This design comes from an exercise in tuning for small area and a short achievable clock period on the open sky130 flow, not from production work.
Function was checked by simulation only, so behaviour that the tests miss may differ from the original.

===== design/flow/config.mk =====
export PLATFORM = sky130hd
export DESIGN_NAME = fixed_order_selector
export DESIGN_NICKNAME = fixed_order_selector
export VERILOG_FILES = /design/flow/design.v
export SDC_FILE = /design/flow/constraint.sdc
export NUM_CORES = 4
export LEC_CHECK = 0
export CAP_MARGIN = 20
export CORE_MARGIN = 2
export CORE_UTILIZATION = 40
export SLEW_MARGIN = 20

===== design/flow/design.v =====
module fixed_order_selector #(
  parameter int  SAMPLE_W   = 16,
  parameter int  BLOCK_SIZE = 4096,
  parameter int  MAX_ORDER  = 4,
  localparam int RES_W      = SAMPLE_W + MAX_ORDER,
  localparam int IDX_W      = $clog2(BLOCK_SIZE),
  localparam int SUM_W      = RES_W + IDX_W
) (
  input  logic                       iClock,
  input  logic                       iReset_n,
  input  logic                       iEnable,
  input  logic signed [SAMPLE_W-1:0] iSample,
  output logic [2:0]                 oBest,
  output logic [SUM_W-1:0]           oBestSum,
  output logic                       oValid,
  output logic                       oBlockStart
);
  localparam logic [IDX_W-1:0] LAST_IDX = BLOCK_SIZE - 1;
  logic [IDX_W-1:0]        idx_r;
  logic signed [RES_W-1:0] hist_r [0:MAX_ORDER-1];
  logic signed [RES_W-1:0] res_s  [0:MAX_ORDER];
  logic [RES_W-1:0] abs1_r [0:MAX_ORDER];
  logic             v1_r;
  logic             first1_r;
  logic             last1_r;
  logic [SUM_W-1:0] acc_r [0:MAX_ORDER];
  logic             done2_r;
  logic [SUM_W-1:0] snap_r [0:MAX_ORDER];
  logic             v3_r;
  logic [2:0]       best_s;
  logic [SUM_W-1:0] best_sum_s;
  function automatic logic [RES_W-1:0] abs_res(input logic signed [RES_W-1:0] v);
    if (v[RES_W-1]) begin
      abs_res = -v;
    end else begin
      abs_res = v;
    end
  endfunction
  always_comb begin
    res_s[0] = {{MAX_ORDER{iSample[SAMPLE_W-1]}}, iSample};
    for (int k = 1; k <= MAX_ORDER; k++) begin
      res_s[k] = res_s[k-1] - hist_r[k-1];
    end
  end
  always_ff @(posedge iClock or negedge iReset_n) begin
    if (!iReset_n) begin
      idx_r <= {IDX_W{1'b0}};
      for (int k = 0; k < MAX_ORDER; k++) begin
        hist_r[k] <= {RES_W{1'b0}};
      end
    end else if (iEnable) begin
      idx_r <= (idx_r == LAST_IDX) ? {IDX_W{1'b0}} : idx_r + 1'b1;
      for (int k = 0; k < MAX_ORDER; k++) begin
        hist_r[k] <= res_s[k];
      end
    end
  end
  always_ff @(posedge iClock or negedge iReset_n) begin
    if (!iReset_n) begin
      v1_r     <= 1'b0;
      first1_r <= 1'b0;
      last1_r  <= 1'b0;
      for (int k = 0; k <= MAX_ORDER; k++) begin
        abs1_r[k] <= {RES_W{1'b0}};
      end
    end else begin
      v1_r <= iEnable;
      if (iEnable) begin
        first1_r <= (idx_r == {IDX_W{1'b0}});
        last1_r  <= (idx_r == LAST_IDX);
        for (int k = 0; k <= MAX_ORDER; k++) begin
          abs1_r[k] <= (idx_r < k) ? {RES_W{1'b0}} : abs_res(res_s[k]);
        end
      end
    end
  end
  always_ff @(posedge iClock or negedge iReset_n) begin
    if (!iReset_n) begin
      done2_r <= 1'b0;
      for (int k = 0; k <= MAX_ORDER; k++) begin
        acc_r[k] <= {SUM_W{1'b0}};
      end
    end else begin
      done2_r <= v1_r & last1_r;
      if (v1_r) begin
        for (int k = 0; k <= MAX_ORDER; k++) begin
          acc_r[k] <= (first1_r ? {SUM_W{1'b0}} : acc_r[k]) + {{IDX_W{1'b0}}, abs1_r[k]};
        end
      end
    end
  end
  always_ff @(posedge iClock or negedge iReset_n) begin
    if (!iReset_n) begin
      v3_r <= 1'b0;
      for (int k = 0; k <= MAX_ORDER; k++) begin
        snap_r[k] <= {SUM_W{1'b0}};
      end
    end else begin
      v3_r <= done2_r;
      if (done2_r) begin
        for (int k = 0; k <= MAX_ORDER; k++) begin
          snap_r[k] <= acc_r[k];
        end
      end
    end
  end
  always_comb begin
    best_s     = 3'd0;
    best_sum_s = snap_r[0];
    for (int k = 1; k <= MAX_ORDER; k++) begin
      if (snap_r[k] < best_sum_s) begin
        best_s     = k;
        best_sum_s = snap_r[k];
      end else begin
        best_s     = best_s;
        best_sum_s = best_sum_s;
      end
    end
  end
  always_ff @(posedge iClock or negedge iReset_n) begin
    if (!iReset_n) begin
      oValid   <= 1'b0;
      oBest    <= 3'd0;
      oBestSum <= {SUM_W{1'b0}};
    end else begin
      oValid <= v3_r;
      if (v3_r) begin
        oBest    <= best_s;
        oBestSum <= best_sum_s;
      end
    end
  end
  assign oBlockStart = (idx_r == {IDX_W{1'b0}});
endmodule

===== design/flow/run.sh =====
#!/bin/bash
# synth_recipe.tcl (not shown) runs the flow's synth.tcl, then flattens the netlist and writes it again
# the make line also repeats each setting of config.mk as NAME=value (left out here)
make -C /OpenROAD-flow-scripts/flow DESIGN_CONFIG=/design/flow/config.mk WORK_HOME=/design/flow/orfs CLKGATE_MAP_FILE= SYNTH_SCRIPT=/design/flow/synth_recipe.tcl finish

===== design/flow/constraint.sdc =====
create_clock -name core_clock -period 11.0 [get_ports {iClock}]
set_input_delay 2.2000 -clock core_clock [delete_from_list [all_inputs] [get_ports {iClock}]]
set_output_delay 2.2000 -clock core_clock [all_outputs]
set_load 0.01 [all_outputs]

==> impl_metrics.env <==
export IMPL_period_share=0.911
export IMPL_synth_most_common_cell="sky130_fd_sc_hd__dfrtp_1"
export IMPL_floorplan_initialDensity=0.404
export IMPL_synth_main_ff_cell="sky130_fd_sc_hd__dfrtp_1"
export IMPL_final_util=0.456
export IMPL_wire_length_of_the_first_global_routing_pass_mm=148
export IMPL_syn_num_nets=4155
export IMPL_number_of_buffer_and_inverter_stages_on_the_critical_path=7
export IMPL_crit_path_frequent_cell="sky130_fd_sc_hd__a21oi_1"
export IMPL_setup_worst_path_start_class="input pin"
export IMPL_grt_setup_unrepaired="no"
export IMPL_fp_row_count=108
export IMPL_route_detailed_wl_per_inst_um=17.7
export IMPL_netlist_top_cells_area="sky130_fd_sc_hd__dfrtp_1 (39%), sky130_fd_sc_hd__ha_1 (11%), sky130_fd_sc_hd__mux2_2 (5.6%)"
export IMPL_status="no timing/DRC/antenna violations"
export IMPL_cts_root_buf="sky130_fd_sc_hd__clkbuf_16"
export IMPL_worst_path_max_fanout=18
export IMPL_timing_critical_path_max_delay_family="compound AO/OA/AOI/OAI gates"
export IMPL_worst_skew_pair_late_latency_ns=0.62
export IMPL_cts_hold_buf=0
export IMPL_worstReg2RegStart="snap_r[1][28]"
export IMPL_buffer_ports_inserted=55
export IMPL_drive_above_1_share=0.104
export IMPL_crit_path_top_delay_cell="sky130_fd_sc_hd__a2111oi_0"
export IMPL_min_delay_path_class="reg2reg"
export IMPL_clk_path_buf_depth=3
export IMPL_floorplan_io_pins=56
export IMPL_detailroute_via_count=27610
export IMPL_die_w_um=301
export IMPL_antenna_cells=0
export IMPL_ys_seq_area_frac=0.386
export IMPL_postSynthRegisterBits=543
export IMPL_nFillCells=8407
export IMPL_place_detailed_instances=4970
export IMPL_critical_path_required_ns=11.54
export IMPL_cp_data_arrival_time_ns=10.56
export IMPL_ys_warn_count=6
export IMPL_finalSetupViolCount=0
export IMPL_synth_edff_count=0
export IMPL_nNetsFinal=4213
export IMPL_worst_hold_startpoint="hist_r[3][0]"
export IMPL_finalHoldViolations=0
export IMPL_grt_antenna_before_repair=1
export IMPL_crit_end="abs1_r[4][7]"
export IMPL_worst_max_slew_margin_expressed_relative_to_the_limit=0.306
export IMPL_timing_rr_end="oBestSum[2]"
export IMPL_detail_route_antenna_nets=0
export IMPL_dp_hpwl_mm=64.9
export IMPL_clock_sink_count=543
export IMPL_crit_cells=36
export IMPL_synth_largest_type_area_fraction=0.386
export IMPL_drc=0
export IMPL_htree_num_levels=3
export IMPL_drt_pre_antenna_iters=6
export IMPL_tritoncts="built"
export IMPL_detail_route_vias_per_cell=5.42
export IMPL_netlist_area_um2=35200
export IMPL_maxCapViolations=0
export IMPL_setup_worst_path_end_class="register"
export IMPL_drt_initial_drc_count=1672
export IMPL_core_area_um2=87000
export IMPL_cts_buffers=67
export IMPL_clock_fmax_mhz=99.8
export IMPL_gpl_final_weighted_congestion=0.891
export IMPL_synth_avg_cell_area_um2=9.19
export IMPL_placement_setup_worst_slack_ns=0.501
export IMPL_cell_count_final_fillers_out=5092
export IMPL_postLayoutSetupSlackWorst_ns=0.979
export IMPL_syn_to_final_growth_pct=12.7
export IMPL_die_area_um2=90300
export IMPL_clkTransAtPathRegs_ns=0.05
export IMPL_postSynthCellCount=3829
export IMPL_floorplan_die_height_um=301
export IMPL_first_global_vias=26888
export IMPL_grt_start_max_net_pins=149
export IMPL_synth_largest_area_cell="sky130_fd_sc_hd__dfrtp_1"
export IMPL_setup_worst_path_class="in2reg"
export IMPL_worstSetupStartpoint="iSample[0]"
export IMPL_synth_commonest_cells="sky130_fd_sc_hd__dfrtp_1 (543), sky130_fd_sc_hd__nand2_1 (370), sky130_fd_sc_hd__ha_1 (298), sky130_fd_sc_hd__inv_1 (298), sky130_fd_sc_hd__o21ai_0 (262)"
export IMPL_slew_viols_final=0
export IMPL_tightest_slew_ns=1.01
export IMPL_setup_reg_to_reg_worst_slack_ns=1.05
export IMPL_synth_cell_type_count=87
export IMPL_crit_path_max_cell_delay_ns=0.46
export IMPL_drt_wl_total_mm=90.0
export IMPL_globalRoute_totalOverflow=0
export IMPL_ys_async_sr_fraction=1.00
export IMPL_period_minus_slack_ns=10.02
export IMPL_finClkSkew_ns=0.0302
export IMPL_cts_repair_resize_count=0
export IMPL_grtUsageTotal=0.202
export IMPL_reg2reg_depth=49
export IMPL_timing_setup_tns_ns=0
==> cells by family after synthesis <==
| kind of cell | synth area share |
|---|---|
| muxes | 0.0686 |
| DFF | 0.386 |
| AOI/OAI and AO/OA | 0.170 |
| adders and majority gates | 0.112 |
| xor gates and xnor gates | 0.0523 |
| and+or+nand+nor | 0.161 |
| buffers and inverters | 0.0492 |
==> metal layers <==
| layer | up-vias | wire [um] | share of wire | GRT usage |
|---|---|---|---|---|
| met1 | 13297 | 43700 | 0.49 | 0.286 |
| li1 | 13743 | - | - | - |
| met3 | 131 | 2890 | 0.032 | 0.0236 |
| met4 | 0 | 1970 | 0.022 | 0.0519 |
| met2 | 439 | 41500 | 0.46 | 0.327 |
| met5 | - | 0 | 0 | 0 |
==> how the worst min path moves through the flow <==
stage,to,slack (ns),cells after the start
final,hist_r[3][0],0.49,2
after CTS,hist_r[3][0],0.50,2
after global routing,abs1_r[1][5],0.52,2
after detailed placement,abs1_r[2][7],0.48,1
after global placement,hist_r[2][0],0.47,2
after floorplan,oValid,0.35,0
==> layout make-up <==
cell class / instances / area [um^2] / share of cell area
clock buffers: 93 / 1950 / 0.0491
clock inverters: 26 / 384 / 0.00969
inverters: 302 / 1130 / 0.0286
multi-input cells: 2832 / 19900 / 0.501
flip-flops and latches: 543 / 13600 / 0.343
well taps: 1155 / 1450 / 0.0365
repair buffers: 141 / 1250 / 0.0316
==> metrics by stage <==
stage	hold WS [ns]	area [um^2]
floorplan	0.352	35200
global placement	0.475	37300
detailed placement	0.483	37300
CTS	0.499	39600
global route	0.521	39600
finish	0.492	39600
==> worst min-delay path: cells and delay by family (launching register included) <==
kind	cells	cell delay [ns]
flip-flops	1	0.34
AO/OA/AOI/OAI	1	0.06
AND/OR/NAND/NOR	1	0.05
==> sequential cells by signal, summed over array words and instances (netlist names) <==
name,cells
first1_r,1
v3_r,1
oBest,3
done2_r,1
oBestSum,32
snap_r,160
acc_r,160
last1_r,1
hist_r,70
oValid,1
v1_r,1
abs1_r,100
idx_r,12
==> repair_timing <==
item                                   in CTS  in global routing
endpoints found under the hold margin       0                  0
setup endpoints to repair                   0                 35
buffers inserted                            0                  3
==> layout by cell type, fill, tap and decap left out, types with 14 or more instances in the layout <==
cell	n
sky130_fd_sc_hd__a21oi_1	196
sky130_fd_sc_hd__a21boi_0	18
sky130_fd_sc_hd__a2111oi_0	14
sky130_fd_sc_hd__a22o_1	19
sky130_fd_sc_hd__buf_4	82
sky130_fd_sc_hd__nor2_1	236
sky130_fd_sc_hd__clkbuf_16	69
sky130_fd_sc_hd__dfrtp_1	540
sky130_fd_sc_hd__and3_1	31
sky130_fd_sc_hd__or3_1	36
sky130_fd_sc_hd__o211ai_1	26
sky130_fd_sc_hd__nand2b_1	24
sky130_fd_sc_hd__o21ai_1	15
sky130_fd_sc_hd__nor3_1	73
sky130_fd_sc_hd__a21o_1	71
sky130_fd_sc_hd__xor2_1	84
sky130_fd_sc_hd__clkdlybuf4s50_1	53
sky130_fd_sc_hd__and2_1	19
sky130_fd_sc_hd__inv_1	297
sky130_fd_sc_hd__o311ai_1	33
sky130_fd_sc_hd__nand3_1	114
sky130_fd_sc_hd__nor2b_1	145
sky130_fd_sc_hd__o21a_1	32
sky130_fd_sc_hd__o21ai_0	262
sky130_fd_sc_hd__mux2_2	174
sky130_fd_sc_hd__nor4_1	18
sky130_fd_sc_hd__ha_1	298
sky130_fd_sc_hd__o2bb2ai_1	23
sky130_fd_sc_hd__o31ai_1	39
sky130_fd_sc_hd__mux2i_1	44
sky130_fd_sc_hd__a31oi_1	20
sky130_fd_sc_hd__a211oi_1	20
sky130_fd_sc_hd__xnor2_1	126
sky130_fd_sc_hd__nand2_1	370
sky130_fd_sc_hd__nand4_1	55

-- re-timing with driven ports --
No port has a modelled driver above. Below, the same layout with a new extraction and two added sets of constraints. Step 1, drivers: a clkbuf_16 drives iClock and a buf_2 each remaining input, both assumed. Step 2 also shifts input and output timing later by t, the mid clock arrival at the registers, as if the neighbouring blocks saw the same clock. Slacks: no drivers / after step 1 / after step 2; pairs: no drivers / after step 1.
t, ns: 0.661
slack for setup (ns): 0.979 / 1.012 / 0.351
worst setup path after step 2: input to register
clock arrival spread, ns: 0.032 / 0.031
After both steps setup and hold are still met in this run. The setup slack of this run moves by +0.033 ns with the drivers and by -0.628 ns with both steps.
